From an optimization exercise on the open Yosys and OpenROAD flow, aimed at small area; shortcuts taken in it are not production practice.
The RTL was checked by simulation tests, not by an equivalence proof against the original design.
Power figures rest on the tool's default switching activity, not on a simulated workload.

==> zinc: inputs <==
Design sepr_top, start of the top module:
module sepr_top (
   input  logic              core_clk,
   input  logic              uctl_rst_n,
   input  logic              get_rd_ptrs,
   input  logic              wr_addr_en,
   input  logic              hdr_rd,
   input  logic              rd,
   input  logic              updt_rd_buf,
   output logic              rd_ptrs_rcvd,
   output logic              buf_empty,
   output logic              hdr_rd_dn,
   output logic              transfer_dn,
   output logic              buf_updt_dn,
   input  logic [addr_w-1:0] mem_rd_data,
   input  logic              mem_ack,
   input  logic              mem_dval,
   output logic [addr_w-1:0] mem_addr,
   output logic              mem_rd,
   input  logic              dma_dn,
   input  logic [addr_w-1:0] cfg_sys_wr_addr,
   output logic              dma_start,
   output logic [addr_w-1:0] dma_laddr,
   output logic [len_w-1:0]  dma_len,
   output logic [addr_w-1:0] dma_ep_start_addr,
   output logic [addr_w-1:0] dma_ep_end_addr,
   output logic [addr_w-1:0] sys_wr_addr,
   input  logic [addr_w-1:0] ept_start_addr,
   input  logic [addr_w-1:0] ept_end_addr,
   input  logic [addr_w-1:0] ept_rd_ptr,
   input  logic [addr_w-1:0] ept_wr_ptr,
   input  logic              ept_last_op,
   input  logic              ept_updt_dn,
   output logic              ept_req_data,
   output logic              ept_updt_req,
   output logic [addr_w-1:0] ept_wr_rd_ptr
);
Settings: LEC_CHECK=0, CAP_MARGIN=20, CORE_MARGIN=2, CORE_UTILIZATION=70, SLEW_MARGIN=20, SYNTH_HIERARCHICAL=1; clock period 10.0 ns.
standard.sh (not shown) runs the stock make flow with config.mk's settings and CLKGATE_MAP_FILE= SYNTH_SCRIPT=/design/flow/synth_recipe.tcl, a recipe that flattens the netlist after the stock synthesis.
==> flow/flow/run.sh <==
#!/bin/bash
# Standard ORFS layout (the standard.sh), with each port buffered by the
# smallest buffer, and a clock tree of clkbuf_8 without dummy loads.
set -euo pipefail
export BUFFER_PORTS_ARGS="-buffer_cell sky130_fd_sc_hd__buf_1"
export CTS_ARGS="-sink_clustering_enable -repair_clock_nets -dont_use_dummy_load -buf_list sky130_fd_sc_hd__clkbuf_8"
bash standard.sh finish > standard_flow.log 2>&1
==> inputs of harbor, as changes to zinc <==
--- a/flow/design.v
+++ b/flow/design.v
@@ -83,88 +83,85 @@
    input  logic              ept_last_op,
    input  logic [addr_w-1:0] mem_rd_data,      
    input  logic              mem_dval,
    output logic [addr_w-1:0] start_addr,
    output logic [addr_w-1:0] end_addr,
    output logic [addr_w-1:0] rd_ptr,
    output logic [addr_w-1:0] rd_ptr_n,         
    output logic [addr_w-1:0] next_rd_ptr,      
-   output logic [7:0]        lo_d,             
    output logic              buf_empty         
 );
    logic [addr_w-3:0] rd_inc;                  
    logic [addr_w-2:0] rd_inc_c;
    logic              past_end;                
    logic              past_end_q;
    logic              ld_n;                    
    logic              step_wrap;               
    logic              step_keep;               
-   logic [addr_w-1:0] start_d, end_d, rd_n_d, rd_step;
+   logic [addr_w-1:0] start_d, end_d, rd_d, rd_step;
    assign ld_n      = ~ld_ptr;
    assign step_wrap = ld_n & ld_hdr & past_end_q;
    assign step_keep = ld_n & ~(ld_hdr & past_end_q);
    assign rd_step   = {rd_inc, rd_ptr[1:0]};
    for (genvar i = 0; i < addr_w; i++) begin : g_next
       sepr_ao22  u_s (.a1(ld_ptr), .a2(ept_start_addr[i]), .b1(ld_n), .b2(start_addr[i]),
                       .y(start_d[i]));
       sepr_ao22  u_e (.a1(ld_ptr), .a2(ept_end_addr[i]), .b1(ld_n), .b2(end_addr[i]),
                       .y(end_d[i]));
-      sepr_aoi222 u_r (.a1(ld_ptr), .a2(ept_rd_ptr[i]), .b1(step_wrap), .b2(start_addr[i]),
-                       .c1(step_keep), .c2(rd_step[i]), .y(rd_n_d[i]));
+      sepr_ao222 u_r (.a1(ld_ptr), .a2(ept_rd_ptr[i]), .b1(step_wrap), .b2(start_addr[i]),
+                      .c1(step_keep), .c2(rd_step[i]), .y(rd_d[i]));
    end
    always_ff @(posedge core_clk or negedge uctl_rst_n) begin
       if (!uctl_rst_n) begin
          start_addr <= '0;
          end_addr   <= '0;
       end else begin
          start_addr <= start_d;
          end_addr   <= end_d;
       end
    end
-   assign rd_ptr = ~rd_ptr_n;
+   assign rd_ptr_n = ~rd_ptr;
    sepr_gt u_past_end (.a_n(rd_ptr_n), .b(end_addr), .gt(past_end));
    always_ff @(posedge core_clk) begin
       past_end_q <= past_end;
    end
    assign rd_inc_c[0] = ld_hdr & ~past_end_q;
    for (genvar i = 0; i < addr_w-2; i++) begin : g_inc
       sepr_ha u_ha (.a(rd_ptr[i+2]), .b(rd_inc_c[i]), .s(rd_inc[i]), .co(rd_inc_c[i+1]));
    end
    always_ff @(posedge core_clk or negedge uctl_rst_n) begin
       if (!uctl_rst_n) begin
-         rd_ptr_n <= '1;
+         rd_ptr <= '0;
       end else begin
-         rd_ptr_n <= rd_n_d;
+         rd_ptr <= rd_d;
       end
    end
    logic [addr_w-1:0] hdr_d;
    for (genvar i = 0; i < addr_w; i++) begin : g_hdr
       sepr_ao22 u_h (.a1(mem_dval), .a2(mem_rd_data[i]), .b1(~mem_dval), .b2(next_rd_ptr[i]),
                      .y(hdr_d[i]));
    end
    always_ff @(posedge core_clk) begin
       next_rd_ptr <= hdr_d;
    end
-   assign lo_d = {hdr_d[1:0], ~rd_n_d[1:0], end_d[1:0], start_d[1:0]};
    assign buf_empty = (ept_wr_ptr == ept_rd_ptr) && (ept_last_op == last_op_read);
 endmodule
 import sepr_pkg::*;
 module sepr_xfer_calc (
    input  logic              core_clk,
    input  logic              uctl_rst_n,
    input  logic              wr_addr_load,      
    input  logic              xfer_done,         
    input  logic              xfer_busy,         
    input  logic [addr_w-1:0] start_addr,
    input  logic [addr_w-1:0] end_addr,
    input  logic [addr_w-1:0] rd_ptr,
    input  logic [addr_w-1:0] rd_ptr_n,          
    input  logic [addr_w-1:0] next_rd_ptr,       
-   input  logic [7:0]        lo_d,              
    input  logic [addr_w-1:0] cfg_sys_wr_addr,
    output logic [len_w-1:0]  dma_len,
    output logic [addr_w-1:0] sys_wr_addr
 );
    localparam int hw = addr_w - 2;    
    localparam int k1 = 8;             
    localparam int k2 = 18;            
    localparam int ks = 18;            
@@ -173,48 +170,48 @@
    localparam logic [255:0] tab_cc1 = 256'h000010003100731073100000100031003100731000001000ff73fff7fffff731;
    localparam logic [255:0] tab_cn = 256'hffffffffffffffffffffffffffffffffffffffffffffffff1000310073100000;
    logic [hw-1:0] h_w, r_nw, s_w, e_nw;
    logic [1:0]    h_b, r_b, s_b, e_b;
    logic [7:0]    lo;
    logic          wrap;               
    logic          wrap_q;             
    logic          ysel;               
-   logic          ca, cb, cc1, cn;    
+   logic          ca, cb, cc1, cn;
+   logic          cn_q;               
    logic [1:0]    len_b;              
    logic [hw-1:0] sel_b, len_f;       
    logic [hw-1:0] a_s, b_ns;          
    logic          a_c1, b_c1, c_c1, a_c2, b_c2, c_c2, s_c1;
    logic          ca1_q, cb1_q, cw0_q, cw1_q, ca2_q, cb2_q, cc2_q, cs_q;
    logic [hw-1:0] sa;                 
    assign h_w  = next_rd_ptr[addr_w-1:2];
    assign r_nw = rd_ptr_n[addr_w-1:2];
    assign s_w  = start_addr[addr_w-1:2];
    assign e_nw = ~end_addr[addr_w-1:2];
    assign h_b  = next_rd_ptr[1:0];
    assign r_b  = rd_ptr[1:0];
    assign s_b  = start_addr[1:0];
    assign e_b  = end_addr[1:0];
    assign lo   = {h_b, r_b, e_b, s_b};
-   always_ff @(posedge core_clk) begin
-      ca  <= tab_ca[lo_d];            
-      cb  <= tab_cb[lo_d];            
-      cc1 <= tab_cc1[lo_d];           
-      cn  <= tab_cn[lo_d];            
-   end
+   assign ca  = tab_ca[lo];           
+   assign cb  = tab_cb[lo];           
+   assign cc1 = tab_cc1[lo];          
+   assign cn  = tab_cn[lo];           
    sepr_gt u_wrap (.a_n(rd_ptr_n), .b(next_rd_ptr), .gt(wrap));
    always_ff @(posedge core_clk) begin
       wrap_q <= wrap;
+      cn_q   <= cn;
    end
    assign ysel  = ~xfer_busy | wrap_q;
    assign len_b = wrap_q ? 2'(h_b - r_b + e_b - s_b) : 2'(h_b - r_b);
    assign sel_b[k1-1:0] = ~(b_ns[k1-1:0] & {k1{ysel}});
    sepr_rca #(k1) u_a1 (.a(h_w[k1-1:0]), .b(r_nw[k1-1:0]), .ci(ca), .s(a_s[k1-1:0]), .co(a_c1));
    sepr_rca #(k1) u_b1 (.a(s_w[k1-1:0]), .b(e_nw[k1-1:0]), .ci(~cb), .s(b_ns[k1-1:0]), .co(b_c1));
-   sepr_rca #(k1) u_c1 (.a(a_s[k1-1:0]), .b(sel_b[k1-1:0]), .ci(ysel ? cc1 : ~cn),
+   sepr_rca #(k1) u_c1 (.a(a_s[k1-1:0]), .b(sel_b[k1-1:0]), .ci(ysel ? cc1 : ~cn_q),
                         .s(len_f[k1-1:0]), .co(c_c1));
    assign sel_b[k2-1:k1] = ~(b_ns[k2-1:k1] & {(k2-k1){wrap_q}});
    sepr_rca #(k2-k1) u_a2 (.a(h_w[k2-1:k1]), .b(r_nw[k2-1:k1]), .ci(ca1_q),
                            .s(a_s[k2-1:k1]), .co(a_c2));
    sepr_rca #(k2-k1) u_b2 (.a(s_w[k2-1:k1]), .b(e_nw[k2-1:k1]), .ci(cb1_q),
                            .s(b_ns[k2-1:k1]), .co(b_c2));
    sepr_rca #(k2-k1) u_c2 (.a(a_s[k2-1:k1]), .b(sel_b[k2-1:k1]), .ci(wrap_q ? cw1_q : cw0_q),
                            .s(len_f[k2-1:k1]), .co(c_c2));
@@ -274,21 +271,21 @@
    end
    assign co = c[w];
 endmodule
 module sepr_gt (
    input  logic [31:0] a_n,
    input  logic [31:0] b,
    output logic        gt
 );
-   logic [24:1] c;
+   logic [24:0] c;
    logic [7:0]  g, p;
    logic        gg, pp;
-   assign c[1] = b[0] | a_n[0];       
-   for (genvar i = 1; i < 24; i++) begin : g_maj
+   assign c[0] = 1'b1;
+   for (genvar i = 0; i < 24; i++) begin : g_maj
       sepr_maj u_maj (.a(b[i]), .b(a_n[i]), .c(c[i]), .y(c[i+1]));
    end
    assign g = b[31:24] & a_n[31:24];
    assign p = b[31:24] | a_n[31:24];
    always_comb begin
       gg = 1'b0;
       pp = 1'b1;
       for (int i = 0; i < 8; i++) begin
@@ -338,27 +335,16 @@
    input  logic b1,
    input  logic b2,
    input  logic c1,
    input  logic c2,
    output logic y
 );
    assign y = (a1 & a2) | (b1 & b2) | (c1 & c2);
 endmodule
-module sepr_aoi222 (
-   input  logic a1,
-   input  logic a2,
-   input  logic b1,
-   input  logic b2,
-   input  logic c1,
-   input  logic c2,
-   output logic y
-);
-   assign y = ~((a1 & a2) | (b1 & b2) | (c1 & c2));
-endmodule
 import sepr_pkg::*;
 module sepr_top (
    input  logic              core_clk,
    input  logic              uctl_rst_n,
    input  logic              get_rd_ptrs,
    input  logic              wr_addr_en,
    input  logic              hdr_rd,
    input  logic              rd,
@@ -397,33 +383,32 @@
    logic              xfer_done;
    logic              xfer_busy;
    logic              ptr_buf_empty;    
    logic [addr_w-1:0] start_addr;
    logic [addr_w-1:0] end_addr;
    logic [addr_w-1:0] rd_ptr;
    logic [addr_w-1:0] rd_ptr_n;
    logic [addr_w-1:0] next_rd_ptr;
-   logic [7:0]        lo_d;
    sepr_ctrl_fsm i_ctrl_fsm (
       .core_clk, .uctl_rst_n, .get_rd_ptrs, .wr_addr_en, .hdr_rd, .rd, .updt_rd_buf,
       .mem_ack, .dma_dn, .ept_updt_dn, .buf_empty_in(ptr_buf_empty),
       .rd_ptrs_rcvd, .buf_empty, .hdr_rd_dn, .transfer_dn, .buf_updt_dn,
       .mem_rd, .dma_start, .ept_req_data, .ept_updt_req,
       .ld_ptr, .ld_hdr, .wr_addr_load, .xfer_done, .xfer_busy
    );
    sepr_ptr_regs i_ptr_regs (
       .core_clk, .uctl_rst_n, .ld_ptr, .ld_hdr,
       .ept_start_addr, .ept_end_addr, .ept_rd_ptr, .ept_wr_ptr, .ept_last_op,
       .mem_rd_data, .mem_dval,
-      .start_addr, .end_addr, .rd_ptr, .rd_ptr_n, .next_rd_ptr, .lo_d, .buf_empty(ptr_buf_empty)
+      .start_addr, .end_addr, .rd_ptr, .rd_ptr_n, .next_rd_ptr, .buf_empty(ptr_buf_empty)
    );
    sepr_xfer_calc i_xfer_calc (
       .core_clk, .uctl_rst_n, .wr_addr_load, .xfer_done, .xfer_busy,
-      .start_addr, .end_addr, .rd_ptr, .rd_ptr_n, .next_rd_ptr, .lo_d, .cfg_sys_wr_addr,
+      .start_addr, .end_addr, .rd_ptr, .rd_ptr_n, .next_rd_ptr, .cfg_sys_wr_addr,
       .dma_len, .sys_wr_addr
    );
    assign mem_addr          = rd_ptr;     
    assign dma_laddr         = rd_ptr;     
    assign dma_ep_start_addr = start_addr;
    assign dma_ep_end_addr   = end_addr;
    assign ept_wr_rd_ptr     = {next_rd_ptr[addr_w-1:2], 2'b00};    
 endmodule
- CORE_UTILIZATION: 70 -> 65
==> results.txt <==
	zinc	harbor
Logic power comb	1.86 mW	1.91 mW
Area fraction in compound gates after synthesis	16.45%	16.45%
Cell count after synthesis	874	899
Area used by sequential logic in the layout	4389 um^2	4289 um^2
Result of the run	timing/DRC/antenna clean	timing/DRC/antenna clean
First-pass GRT wire length	52230 um	53670 um
Detail-routed net length per standard cell	24.29 um	23.21 um
Xor/xnor share of the synthesized area	3.078%	2.902%
Relative area of clock buffers and inverters in the final design	1.806%	1.767%
Total iterations of the first detailed-routing run	9	8
Total Die Area	16880 um^2	18180 um^2
Number of fill cells	1004	1108
Multi-input comb cells	533	536
Fraction of layout instances using a drive strength above 1	10.00%	11.02%
Height of the die	129.9 um	134.8 um

-- what the ideal ports hide --
No port has a modelled driver above. Below, the same layouts with a new extraction and two added sets of constraints. Step 1 sets driving cells, clkbuf_16 on the clock port and buf_2 on the other inputs (assumed; they add their load-dependent delay and slew). Step 2 moves the port delays by t, midway between the first and last clock arrival at a register: inputs arrive t later, outputs are due t later. That takes back most of the time a late clock gives input paths. Slacks: no drivers / after step 1 / after step 2; pairs: no drivers / after step 1.
run | shift t [ns] | setup slack, ns | hold slack, ns | clock arrival spread, ns | worst register clock-pin slew, ns
zinc | 0.518 | 0.336 / 0.336 / 0.336 | 0.447 / 0.447 / 0.447 | 0.035 / 0.035 | 0.10 / 0.10
harbor | 0.494 | 0.163 / 0.163 / 0.163 | 0.433 / 0.433 / 0.433 | 0.041 / 0.040 | 0.11 / 0.11
After both steps every run listed still meets setup and hold.
